Background: an optimization exercise with open tools, aiming at small area, a short achievable clock period and few clock cycles per item. Do not read the settings as production practice. The RTL was checked by simulation tests, not by an equivalence proof against the original design. Power is estimated from default activity; no workload was simulated.

==> inputs of 04-05 <==
==> flow/design.v (excerpt) <==
module periodic_timer_table #(
  parameter int TABLE_DEPTH   = 16,
  parameter int MS_PER_SECOND = 1000
) (
  input  logic        clk,
  input  logic        rst,
  input  logic        cmd_valid,
  output logic        cmd_ready,
  input  logic [2:0]  cmd_kind,
  input  logic [15:0] cmd_owner,
  input  logic [7:0]  cmd_method,
  input  logic        cmd_match_method,
  input  logic [31:0] cmd_interval_ms,
  input  logic        cmd_repeat_req,
  input  logic [31:0] cmd_schedule_s,
  input  logic [15:0] cmd_timer_id,
  output logic        rsp_valid,
  input  logic        rsp_ready,
  output logic [2:0]  rsp_status,
  output logic [15:0] rsp_result_id,
  output logic [15:0] rsp_result_owner,
  output logic [7:0]  rsp_result_method,
  output logic        rsp_last,
  input  logic        psel,
  input  logic        penable,
  input  logic        pwrite,
  input  logic [2:0]  paddr,
  input  logic [31:0] pwdata,
  output logic [31:0] prdata,
  output logic        pready
);
Settings: LEC_CHECK=0, CAP_MARGIN=30, CORE_MARGIN=2, CORE_UTILIZATION=65, SETUP_SLACK_MARGIN=5, SLEW_MARGIN=20; clock period 10.0 ns.
run.sh (not shown) runs the stock make flow with config.mk's settings and CLKGATE_MAP_FILE= SYNTH_SCRIPT=/design/flow/synth_recipe.tcl, a recipe that flattens the netlist after the stock synthesis.
==> inputs of 05-07, as changes to 04-05 <==
--- a/flow/design.v
+++ b/flow/design.v
@@ -72,36 +72,34 @@
   logic [N*N-1:0] prec;
   logic [47:0] now_ms;
   logic [47:0] now_acc;    
   logic [15:0] period, countdown, next_id;
   logic        cd_le1;     
   logic        s1_v;
   logic        s1_tk, s1_pr, s1_pa, s1_ci, s1_co, s1_si;    
   logic        s1_ps, s1_bk, s1_rs;   
-  logic [15:0] s1_owner;    
+  logic [15:0] s1_owner, s1_tid;
   logic [7:0]  s1_method;
   logic        s1_mm, s1_rpt;
   logic [31:0] s1_iv;
   logic [47:0] s1_d;         
   logic        s1_c;         
   logic         firing;
   logic [N-1:0] pend, first_oh;
   logic         ra_v;         
   logic [N-1:0] ra_oh;
   logic [47:0]  ra_d;
   logic [N-1:0] ra_nw;        
   logic        o_valid, o_last, q_valid, q_last;
   logic [2:0]  o_status, q_status;
   logic [15:0] o_id, o_owner, q_id, q_owner;
   logic [7:0]  o_method, q_method;
   assign pready            = 1'b1;
-  logic [15:0] rd_q;
-  always_ff @(posedge clk) rd_q <= paddr[2] ? 16'd0 : period;
-  assign prdata            = {16'd0, rd_q};
+  assign prdata            = paddr[2] ? 32'd0 : {16'd0, period};
   assign rsp_valid         = o_valid;
   assign rsp_status        = o_status;
   assign rsp_result_id     = o_id;
   assign rsp_result_owner  = o_owner;
   assign rsp_result_method = o_method;
   assign rsp_last          = o_last;
   wire t_tick  = s1_tk;
   wire t_push  = s1_ps;
@@ -121,17 +119,17 @@
     free_oh = '0;
     for (int i = N - 1; i >= 0; i--)
       if (!valid[i]) free_oh = N'(1) << i;
   end
   wire full = &valid;
   logic [N-1:0] id_hit, id_oh, own_hit;
   always_comb begin
     for (int i = 0; i < N; i++) begin
-      id_hit[i]  = valid[i] && (tid[i] == s1_owner);
+      id_hit[i]  = valid[i] && (tid[i] == s1_tid);
       own_hit[i] = valid[i] && (own[i] == s1_owner) &&
                    (!s1_mm || (mth[i] == s1_method));
     end
     id_oh = '0;
     for (int i = N - 1; i >= 0; i--)
       if (id_hit[i]) id_oh = N'(1) << i;
   end
   wire id_found  = |id_hit;
@@ -230,22 +228,22 @@
       s1_pa     <= (cmd_kind == K_PUSH_ABS);
       s1_ci     <= (cmd_kind == K_CANCEL_ID);
       s1_co     <= (cmd_kind == K_CANCEL_OWNER);
       s1_si     <= (cmd_kind == K_SET_INTERVAL);
       s1_ps     <= (cmd_kind == K_PUSH_REL) || (cmd_kind == K_PUSH_ABS);
       s1_bk     <= (cmd_kind == K_PUSH_REL) || (cmd_kind == K_PUSH_ABS) ||
                    (cmd_kind == K_SET_INTERVAL);
       s1_rs     <= (cmd_kind >= K_PUSH_REL) && (cmd_kind <= K_SET_INTERVAL);
-      s1_owner  <= (cmd_kind == K_CANCEL_ID || cmd_kind == K_SET_INTERVAL) ?
-                   cmd_timer_id : cmd_owner;
+      s1_owner  <= cmd_owner;
       s1_method <= cmd_method;
       s1_mm     <= cmd_match_method;
       s1_iv     <= cmd_interval_ms;
       s1_rpt    <= cmd_repeat_req;
+      s1_tid    <= cmd_timer_id;
       s1_d      <= d_cmd;
       s1_c      <= c_cmd;
     end
     if (fire_go) begin
       ra_oh <= first_oh;
       ra_d  <= d_fire;
     end
     if (s1_chk)       first_oh <= first_nx & due;
- CORE_UTILIZATION: 65 -> 40
==> inputs of 12-17, as changes to 04-05 <==
--- a/flow/design.v
+++ b/flow/design.v
@@ -72,36 +72,34 @@
   logic [N*N-1:0] prec;
   logic [47:0] now_ms;
   logic [47:0] now_acc;    
   logic [15:0] period, countdown, next_id;
   logic        cd_le1;     
   logic        s1_v;
   logic        s1_tk, s1_pr, s1_pa, s1_ci, s1_co, s1_si;    
   logic        s1_ps, s1_bk, s1_rs;   
-  logic [15:0] s1_owner;    
+  logic [15:0] s1_owner, s1_tid;
   logic [7:0]  s1_method;
   logic        s1_mm, s1_rpt;
   logic [31:0] s1_iv;
   logic [47:0] s1_d;         
   logic        s1_c;         
   logic         firing;
   logic [N-1:0] pend, first_oh;
   logic         ra_v;         
   logic [N-1:0] ra_oh;
   logic [47:0]  ra_d;
   logic [N-1:0] ra_nw;        
   logic        o_valid, o_last, q_valid, q_last;
   logic [2:0]  o_status, q_status;
   logic [15:0] o_id, o_owner, q_id, q_owner;
   logic [7:0]  o_method, q_method;
   assign pready            = 1'b1;
-  logic [15:0] rd_q;
-  always_ff @(posedge clk) rd_q <= paddr[2] ? 16'd0 : period;
-  assign prdata            = {16'd0, rd_q};
+  assign prdata            = paddr[2] ? 32'd0 : {16'd0, period};
   assign rsp_valid         = o_valid;
   assign rsp_status        = o_status;
   assign rsp_result_id     = o_id;
   assign rsp_result_owner  = o_owner;
   assign rsp_result_method = o_method;
   assign rsp_last          = o_last;
   wire t_tick  = s1_tk;
   wire t_push  = s1_ps;
@@ -121,17 +119,17 @@
     free_oh = '0;
     for (int i = N - 1; i >= 0; i--)
       if (!valid[i]) free_oh = N'(1) << i;
   end
   wire full = &valid;
   logic [N-1:0] id_hit, id_oh, own_hit;
   always_comb begin
     for (int i = 0; i < N; i++) begin
-      id_hit[i]  = valid[i] && (tid[i] == s1_owner);
+      id_hit[i]  = valid[i] && (tid[i] == s1_tid);
       own_hit[i] = valid[i] && (own[i] == s1_owner) &&
                    (!s1_mm || (mth[i] == s1_method));
     end
     id_oh = '0;
     for (int i = N - 1; i >= 0; i--)
       if (id_hit[i]) id_oh = N'(1) << i;
   end
   wire id_found  = |id_hit;
@@ -230,22 +228,22 @@
       s1_pa     <= (cmd_kind == K_PUSH_ABS);
       s1_ci     <= (cmd_kind == K_CANCEL_ID);
       s1_co     <= (cmd_kind == K_CANCEL_OWNER);
       s1_si     <= (cmd_kind == K_SET_INTERVAL);
       s1_ps     <= (cmd_kind == K_PUSH_REL) || (cmd_kind == K_PUSH_ABS);
       s1_bk     <= (cmd_kind == K_PUSH_REL) || (cmd_kind == K_PUSH_ABS) ||
                    (cmd_kind == K_SET_INTERVAL);
       s1_rs     <= (cmd_kind >= K_PUSH_REL) && (cmd_kind <= K_SET_INTERVAL);
-      s1_owner  <= (cmd_kind == K_CANCEL_ID || cmd_kind == K_SET_INTERVAL) ?
-                   cmd_timer_id : cmd_owner;
+      s1_owner  <= cmd_owner;
       s1_method <= cmd_method;
       s1_mm     <= cmd_match_method;
       s1_iv     <= cmd_interval_ms;
       s1_rpt    <= cmd_repeat_req;
+      s1_tid    <= cmd_timer_id;
       s1_d      <= d_cmd;
       s1_c      <= c_cmd;
     end
     if (fire_go) begin
       ra_oh <= first_oh;
       ra_d  <= d_fire;
     end
     if (s1_chk)       first_oh <= first_nx & due;
- CORE_UTILIZATION: 65 -> 60
==> comparison <==
- Clock skew: 05-07 is higher than 04-05 (0.018 ns).
- The highest sequential share of layout area belongs to 04-05, the lowest to 05-07.
- Sequential power is about the same in 12-17 and 04-05.
- The highest register-to-register slack belongs to 04-05, the lowest to 05-07.
- In critical path depth, 12-17 and 04-05 do not differ.
- Synthesized area is the same in 05-07 and 12-17.
- Against 12-17, the clock power of 05-07 is larger by about 4%.
- Power, highest first: 05-07, 12-17, 04-05.
- Against 04-05, the die area of 12-17 is larger by 9.6%.
- The lowest setup slack belongs to 05-07, the highest to 04-05.
- The lowest cell count belongs to 04-05, the highest to 05-07.
==> figures <==
metric                                                                      04-05       12-17       05-07
Area of the core                                                        0.200 mm2   0.219 mm2   0.330 mm2
Post-DR vias/cell                                                            7.45        7.26        6.52
Pwr Total                                                                 24.0 mW     24.1 mW     24.7 mW
Fraction of power consumed by sequential logic                              49.0%       49.0%       47.8%
Met2 Routed Length                                                      219000 um   218000 um   239000 um
Power share of the combinational group                                       8.2%        8.0%        8.2%
Number of logic stages on the critical path including buffering                17          17          20
Final-layout fill cell count                                                12800       15900       29500
Via count of the first global-routing pass                                 102000       99900      101000
Outcome                                          no timing/DRC/antenna violations  no timing/DRC/antenna violations  no timing/DRC/antenna violations
Largest net degree at the start of global routing                              84          96          67
Average size of a mapped cell                                            11.5 um2    11.6 um2    11.6 um2
Inserted tap cell count                                                      2656        2871        4366
Parity-gate share of the synthesized area counting xor and xnor cells       5.10%       5.10%       5.10%
Pwr/cell area                                                          161 mW/mm2  160 mW/mm2  159 mW/mm2
Reported leakage power                                                    51.3 nW     52.0 nW     53.1 nW
Area share of and/or/nand/nor cells after synthesis                         12.1%       12.0%       12.0%
Switching power as a share of total power                                   23.6%       23.7%       24.3%
Sequential fraction of the synthesis area                                   57.2%       56.6%       56.6%
Area taken by flip-flops and latches                                   0.0747 mm2  0.0749 mm2  0.0749 mm2
Wire per inst                                                             35.1 um     34.7 um     33.2 um
Maximum fanout count along the critical path                                   35          27          62
Unique masters post-synth                                                     127         135         135
Testbench counts of 04-05, summed over its fixed seeds: cycles 6,942, commands 4,808.
Testbench counts of 05-07, summed over its fixed seeds: cycles 6,942, commands 4,808.
Testbench counts of 12-17, summed over its fixed seeds: cycles 6,942, commands 4,808.

## static timing again, ports no longer ideal
No port has a modelled driver above. Below, the same layouts with a new extraction and two added sets of constraints. Step 1, drivers: a clkbuf_16 drives clk and a buf_2 each remaining input, both assumed. Step 2 times the ports against the registers' clock, not the clock port: input delays grow and output delays shrink by t, the midpoint of the rising clock arrivals with the driver on. Three values: ideal ports, drivers, drivers and shift; two values: the first two.
run	t (ns)	slack for setup (ns)	worst setup path at the end
04-05	1.036	4.914 / 4.914 / 4.150	input to register
05-07	1.030	4.694 / 4.694 / 4.073	input to register
12-17	1.027	4.817 / 4.817 / 4.103	input to register
After both steps every run listed still meets setup and hold. For 04-05, which loses most, drivers alone change the setup slack by 0.000 ns; drivers and shift together by -0.764 ns.
